This is an optimization exercise on Yosys and OpenROAD, whose aim is small area, a short achievable clock period and few clock cycles per item, not a production implementation. Function was checked by simulation only, so behaviour that the tests miss may differ from the original.

==> cedar: inputs <==
// binomial_coefficient_unit
module binomial_coefficient_unit (
  input  logic                            clk_i,
  input  logic                            rst_ni,
  input  logic                            req_valid_i,
  output logic                            req_ready_o,
  input  logic [bcu_pkg::ArgWidth-1:0]    req_total_n_i,
  input  logic [bcu_pkg::ArgWidth-1:0]    req_choose_k_i,
  output logic                            rsp_valid_o,
  input  logic                            rsp_ready_i,
  output logic [bcu_pkg::CoefWidth-1:0]   rsp_coefficient_o,
  output logic [bcu_pkg::StatusWidth-1:0] rsp_status_o
);
export LEC_CHECK = 0
export ABC_AREA = 1
export CAP_MARGIN = 20
export CORE_MARGIN = 2
export CORE_UTILIZATION = 40
export SETUP_SLACK_MARGIN = 0.8
export SLEW_MARGIN = 20
create_clock -name core_clock -period 7.0 [get_ports {clk_i}]
run.sh (not shown) runs the stock make flow with config.mk's settings and CLKGATE_MAP_FILE= SYNTH_SCRIPT=/design/flow/synth_recipe.tcl, a recipe that flattens the netlist after the stock synthesis.
==> ember (differences from cedar) <==
--- a/flow/design.v
+++ b/flow/design.v
@@ -8016,50 +8016,37 @@
   typedef enum logic [2:0] {
     StIdle  = 3'd0,
     StFirst = 3'd1,    
     StMul   = 3'd2,    
     StResp  = 3'd3,    
     StRespF = 3'd4,    
-    StRespT = 3'd5,    
-    StRespM = 3'd6     
+    StRespT = 3'd5     
   } state_e;
   state_e                         state_q, state_d;
   logic [7:0]                     n_q, n_d;       
   logic [5:0]                     k_q, k_d;       
   logic [7:0]                     lo_q, lo_d;     
   logic [7:0]                     x_q, x_d;       
-  logic [7:0]                     lo2_q, lo2_d;   
-  logic [7:0]                     x2_q, x2_d;     
-  logic [14:0]                    f2_q, f2_d;     
-  logic                           w_q, w_d;       
   logic [2:0]                     e3_q, e3_d;     
   logic [1:0]                     e5_q, e5_d;     
   logic [1:0]                     e7_q, e7_d;
   logic [1:0]                     e11_q, e11_d;
   logic [1:0]                     e13_q, e13_d;
   logic [9:0]                     pm_q, pm_d;     
   logic [7:0]                     f_q, f_d;       
   logic [7:0]                     nb_q, nb_d;     
   logic [7:0]                     nblg_q, nblg_d;  
   logic [bcu_pkg::CoefWidth-1:0]  coef_q, coef_d;
-  typedef enum logic [2:0] {
-    TkRange = 3'd0,    
-    TkOvf   = 3'd1,    
-    TkOne   = 3'd2,    
-    TkN     = 3'd3,    
-    TkMul   = 3'd4     
-  } tk_e;
-  tk_e                            tk_q, tk_d;     
+  logic [1:0]                     tk_q, tk_d;     
   bcu_pkg::status_e               status_q, status_d;
   logic       take;
   logic [7:0] rq_n, rq_k, rq_nk, rq_kp, rq_lo;
   logic       rq_range, rq_ovf, rq_k0, rq_k1;
-  logic       last_mul, mul_take;
-  assign mul_take    = (state_q == StMul) && !w_q && (last_mul || (nb_q == '0));
+  logic       last_mul;
   assign req_ready_o = (state_q == StIdle) || ((state_q == StResp) && rsp_ready_i) ||
-                       mul_take;
+                       last_mul;
   assign take        = req_valid_i && req_ready_o;
   logic [7:0] rq_maxk;
   logic       rq_kle;           
   always_comb begin
     rq_n     = req_total_n_i;
     rq_k     = req_choose_k_i;
@@ -8160,13 +8147,13 @@
   logic [7:0] kval;
   logic [2:0] e2;
   function automatic logic [2:0] ones8(input logic [7:0] a);
     ones8 = '0;
     for (int i = 0; i < 8; i++) ones8 = ones8 + 3'(a[i]);
   endfunction
-  assign e2 = ones8(n_q ^ 8'(k_q) ^ lo2_q);
+  assign e2 = ones8(n_q ^ 8'(k_q) ^ lo_q);
   logic [2:0] ke3;
   logic [1:0] ke5, ke7, ke11, ke13;
   always_comb begin
     ke3   = cnt5(kf3);
     ke5   = cnt3(kf5);
     ke7   = 2'(kf7[0]) + 2'(kf7[1]);
@@ -8176,28 +8163,23 @@
     ksel  = '0;
     for (int i = 0; i < 10; i++) begin
       if (kpend[i]) ksel = 10'd1 << i;
     end
     kval  = pval_of(ksel, ke3, ke5, ke7, ke11, ke13);
   end
-  logic       tab_first, tab_gen;
+  logic       gen_on;
   logic [7:0] tab_in, tab_m, tab_p;
   logic       tab_hit;
-  logic       hidden_first;     
-  assign last_mul     = (state_q == StMul) && !gen_any;
-  assign hidden_first = last_mul && w_q && (tk_q == TkMul);
-  assign tab_first    = (state_q == StFirst) || (state_q == StRespF) || hidden_first;
-  assign tab_gen      = ((state_q == StMul) && !mul_take && !hidden_first) ||
-                        (state_q == StRespM);
+  assign gen_on   = (state_q == StFirst) || (state_q == StRespF) ||
+                    ((state_q == StMul) && gen_any);
+  assign last_mul = (state_q == StMul) && !gen_any;
   always_comb begin
-    tab_in = tab_first ? x2_q : (tab_gen ? x_q : rq_n);
+    tab_in = gen_on ? x_q : rq_n;
     tab_m  = bcu_pkg::big_term(tab_in);
     tab_p  = bcu_pkg::big_prime(tab_m);
-    if (tab_first) begin
-      tab_hit = tab_m > lo2_q;
-    end else if (tab_gen) begin
+    if (gen_on) begin
       tab_hit = tab_m > lo_q;
     end else begin
       tab_hit = (tab_m > rq_k) && (tab_m > rq_nk);
     end
   end
   logic [9:0]  selb, selt;      
@@ -8218,135 +8200,108 @@
     have2    = ((pm_q & ~selb) != '0);
     have_big = (nb_q != '0);
     vb    = pval_of(selb, e3_q, e5_q, e7_q, e11_q, e13_q);
     vt    = pval_of(selt, e3_q, e5_q, e7_q, e11_q, e13_q);
     lgb   = lg_of(selb, e3_q, e5_q, e7_q, e11_q, e13_q);
     lgt   = lg_of(selt, e3_q, e5_q, e7_q, e11_q, e13_q);
-    other = have_big ? nb_q : vt;
-    lgo   = have_big ? nblg_q : lgt;
+    other = have2 ? vt : nb_q;
+    lgo   = have2 ? lgt : nblg_q;
     lgsum = 9'(lgb) + 9'(lgo);
-    fits  = (lgsum <= 9'd127) && have1 && (have2 || have_big);
+    fits  = (lgsum <= 9'd127) && (have2 || have_big);
     pair  = vb * other;
     gen_any = have1 || have_big;
     gen_clr = '0;
     gen_big = 1'b0;
-    if (have_big) begin
-      gen_big = 1'b1;
-      if (fits) begin
-        gen_f   = pair;
-        gen_clr = selb;
-      end else begin
-        gen_f   = nb_q;
-      end
-    end else if (have1) begin
+    if (have1) begin
       gen_clr = selb;
       if (fits) begin
-        gen_f   = pair;
-        gen_clr = selb | selt;
+        gen_f = pair;
+        if (have2) begin
+          gen_clr = selb | selt;
+        end else begin
+          gen_big = 1'b1;
+        end
       end else begin
         gen_f = vb;
       end
     end else begin
-      gen_f = nb_q;
+      gen_f   = nb_q;
+      gen_big = have_big;
     end
   end
   logic [bcu_pkg::CoefWidth-1:0] prod;
-  logic [bcu_pkg::CoefWidth-1:0] mul_in;
-  assign mul_in = (state_q == StRespM) ? bcu_pkg::CoefWidth'(f2_q) : coef_q;
   bcu_muldiv u_muldiv (
-    .value_i(mul_in),
+    .value_i(coef_q),
     .mul_i  (f_q),
     .prod_o (prod)
   );
-  logic first;    
-  logic mul;      
+  logic first;
   always_comb begin
     state_d  = state_q;
     n_d      = n_q;
     k_d      = k_q;
     lo_d     = lo_q;
     x_d      = x_q;
-    lo2_d    = lo2_q;
-    x2_d     = x2_q;
-    f2_d     = f2_q;
-    w_d      = w_q;
     e3_d     = e3_q;
     e5_d     = e5_q;
     e7_d     = e7_q;
     e11_d    = e11_q;
     e13_d    = e13_q;
     pm_d     = pm_q;
     f_d      = f_q;
     nb_d     = nb_q;
     nblg_d   = nblg_q;
     coef_d   = coef_q;
-    tk_d     = tk_q;
     status_d = status_q;
-    mul      = (state_q == StMul) || ((state_q == StRespM) && rsp_ready_i);
-    first    = (state_q == StFirst) || ((state_q == StRespF) && rsp_ready_i) ||
-               hidden_first;
-    if (mul) begin
-      coef_d   = prod;
-      status_d = bcu_pkg::StOk;
-      f_d      = gen_f;
-      pm_d     = pm_q & ~gen_clr;
-      if (gen_big) begin
-        nb_d   = tab_hit ? tab_p : 8'd0;
-        nblg_d = bcu_pkg::big_lg(tab_p);
-        x_d    = tab_hit ? (tab_m - 8'd1) : 8'd0;
-      end
-      state_d = gen_any ? StMul : StResp;
-    end
+    tk_d     = tk_q;
+    first    = (state_q == StFirst) || ((state_q == StRespF) && rsp_ready_i);
     if (first) begin
-      if (!hidden_first) begin
-        coef_d   = bcu_pkg::CoefWidth'(f2_q[7:0]) << e2;
-        status_d = bcu_pkg::StOk;
-      end else begin
-        f2_d     = 15'(f2_q[7:0]) << e2;
-      end
+      coef_d   = bcu_pkg::CoefWidth'(f_q) << e2;
+      status_d = bcu_pkg::StOk;
       e3_d     = ke3;
       e5_d     = ke5;
       e7_d     = ke7;
       e11_d    = ke11;
       e13_d    = ke13;
       pm_d     = kpend & ~ksel;
       nb_d     = tab_hit ? tab_p : 8'd0;
       nblg_d   = bcu_pkg::big_lg(tab_p);
       x_d      = tab_hit ? (tab_m - 8'd1) : 8'd0;
-      lo_d     = lo2_q;
-      w_d      = 1'b0;
       f_d      = (kpend != '0) ? kval : 8'd1;
-      if (hidden_first) begin
-        state_d = StRespM;
-      end else begin
-        state_d = ((kpend != '0) || tab_hit) ? StMul : StResp;
-      end
-    end
-    if (last_mul && w_q && (tk_q != TkMul)) begin
-      w_d     = 1'b0;
-      state_d = StRespT;
+      state_d  = ((kpend != '0) || tab_hit) ? StMul : StResp;
     end
     case (state_q)
+      StMul: begin
+        coef_d = prod;
+        f_d    = gen_f;
+        pm_d   = pm_q & ~gen_clr;
+        if (gen_big) begin
+          nb_d   = tab_hit ? tab_p : 8'd0;
+          nblg_d = bcu_pkg::big_lg(tab_p);
+          x_d    = tab_hit ? (tab_m - 8'd1) : 8'd0;
+        end
+        state_d = gen_any ? StMul : StResp;
+      end
       StResp: begin
         if (rsp_ready_i) begin
           state_d = StIdle;
         end
       end
       StRespT: begin
         if (rsp_ready_i) begin
           state_d = StResp;
           case (tk_q)
-            TkRange: begin
+            2'd0: begin
               status_d = bcu_pkg::StRange;
               coef_d   = '0;
             end
-            TkOvf: begin
+            2'd1: begin
               status_d = bcu_pkg::StOverflow;
               coef_d   = '0;
             end
-            TkOne: begin
+            2'd2: begin
               status_d = bcu_pkg::StOk;
               coef_d   = bcu_pkg::CoefWidth'(1);
             end
             default: begin
               status_d = bcu_pkg::StOk;
               coef_d   = bcu_pkg::CoefWidth'(n_q);
@@ -8354,34 +8309,28 @@
           endcase
         end
       end
       default: ;
     endcase
     if (take) begin
-      n_d   = rq_n;
-      k_d   = rq_kp[5:0];
-      lo2_d = rq_lo;
-      x2_d  = tab_hit ? (tab_m - 8'd1) : 8'd0;
-      f2_d  = tab_hit ? 15'(tab_p) : 15'd1;
+      n_d     = rq_n;
+      k_d     = rq_kp[5:0];
+      lo_d    = rq_lo;
+      x_d     = tab_hit ? (tab_m - 8'd1) : 8'd0;
+      f_d     = tab_hit ? tab_p : 8'd1;
       if (rq_range) begin
-        tk_d = TkRange;
+        tk_d = 2'd0;
       end else if (rq_ovf) begin
-        tk_d = TkOvf;
+        tk_d = 2'd1;
       end else if (rq_k0) begin
-        tk_d = TkOne;
-      end else if (rq_k1) begin
-        tk_d = TkN;
+        tk_d = 2'd2;
       end else begin
-        tk_d = TkMul;
+        tk_d = 2'd3;
       end
-      if (state_q == StMul) begin
-        if (last_mul) begin
-          state_d = (rq_range || rq_ovf || rq_k0 || rq_k1) ? StRespT : StRespF;
-        end else begin
-          w_d = 1'b1;
-        end
+      if (last_mul) begin
+        state_d = (rq_range || rq_ovf || rq_k0 || rq_k1) ? StRespT : StRespF;
       end else begin
         state_d = StResp;
         if (rq_range) begin
           status_d = bcu_pkg::StRange;
           coef_d   = '0;
         end else if (rq_ovf) begin
@@ -8400,25 +8349,20 @@
       end
     end
   end
   always_ff @(posedge clk_i or negedge rst_ni) begin
     if (!rst_ni) begin
       state_q <= StIdle;
-      w_q     <= 1'b0;
     end else begin
       state_q <= state_d;
-      w_q     <= w_d;
     end
   end
   always_ff @(posedge clk_i) begin
     n_q      <= n_d;
     k_q      <= k_d;
     lo_q     <= lo_d;
-    lo2_q    <= lo2_d;
-    x2_q     <= x2_d;
-    f2_q     <= f2_d;
     x_q      <= x_d;
     e3_q     <= e3_d;
     e5_q     <= e5_d;
     e7_q     <= e7_d;
     e11_q    <= e11_d;
     e13_q    <= e13_d;
@@ -8428,10 +8372,10 @@
     nblg_q   <= nblg_d;
     coef_q   <= coef_d;
     tk_q     <= tk_d;
     status_q <= status_d;
   end
   assign rsp_valid_o       = (state_q == StResp) || (state_q == StRespF) ||
-                             (state_q == StRespT) || (state_q == StRespM);
+                             (state_q == StRespT);
   assign rsp_coefficient_o = coef_q;
   assign rsp_status_o      = status_q;
 endmodule
==> comparison <==
ember passed the timing, design-rule and antenna checks. cedar completed with no timing, DRC or antenna violations. Between cedar and ember, the lower non-clock buffer count is in ember (gap 115). Against cedar, the flip-flop and latch count of ember is lower by 33. Of cedar and ember, ember has the higher register-to-register slack (gap 0.30 ns). In cedar the first-iteration DRC count is higher than in ember, by about 1.3%. Of ember and cedar, cedar has the higher critical path depth (gap 5). Against ember, the via count of cedar is higher by 4.7%. Against cedar, the core utilization of ember is lower by 1.7 points.
==> figures <==
Detail-routed net length per standard cell: cedar 18.4 um; ember 18.6 um
Max Clk Rate: cedar 159 MHz; ember 167 MHz
Vias in the first global route: cedar 39,100; ember 37,400
Flop2flop setup slack: cedar 0.71 ns; ember 1.01 ns
Fillcell total: cedar 9,886; ember 9,693
Area fraction in compound gates after synthesis: cedar 18.8%; ember 19.8%
Met2 Use GR: cedar 46.5%; ember 46.5%
Via Count: cedar 42,000; ember 40,100
FF-to-FF End: cedar coef_q[51]; ember f_q[7]
Total setup buffers inserted after CTS: cedar 23; ember 10
Share of synthesized flip-flops with an asynchronous set or reset: cedar 2.23%; ember 2.05%
Diode count: cedar 2; ember 0
Crit Path Max Fanout: cedar 6; ember 8
Number of synthesized flops with an enable pin: cedar 109; ember 53
Status: cedar finished clean; ember finished clean
Testbench counts of cedar, summed over its fixed seeds: cycles 5,189, requests 1,280.
Testbench counts of ember, summed over its fixed seeds: cycles 5,631, requests 1,280.

==> what the ideal ports hide <==
No port has a modelled driver above. Below, the same layouts with a new extraction and two added sets of constraints.
Step 1 (the two cells are an assumption about what drives the block):
set clk [get_ports {clk_i}]
set_driving_cell -lib_cell sky130_fd_sc_hd__clkbuf_16 $clk
set_driving_cell -lib_cell sky130_fd_sc_hd__buf_2 [delete_from_list [all_inputs] $clk]
Step 2 adds t to the input delays and takes it off the output delays; t is the mean of the earliest and latest rising clock arrival at the registers after step 1. Input paths then give back, and output paths get back, about the clock's delay inside the block.
Three values: ideal, step 1, step 2; two values: the first two.
run | t (ns) | slack for setup (ns) | worst setup path at the end | latest minus earliest clock arrival (ns)
cedar | 0.577 | 0.707 / 0.707 / 0.623 | input to register | 0.019 / 0.019
ember | 0.566 | 1.012 / 1.012 / 0.689 | input to register | 0.019 / 0.019
After both steps every run listed still meets setup and hold. The setup slack of ember, which loses most, moves by 0.000 ns with the drivers and by -0.323 ns with both steps.
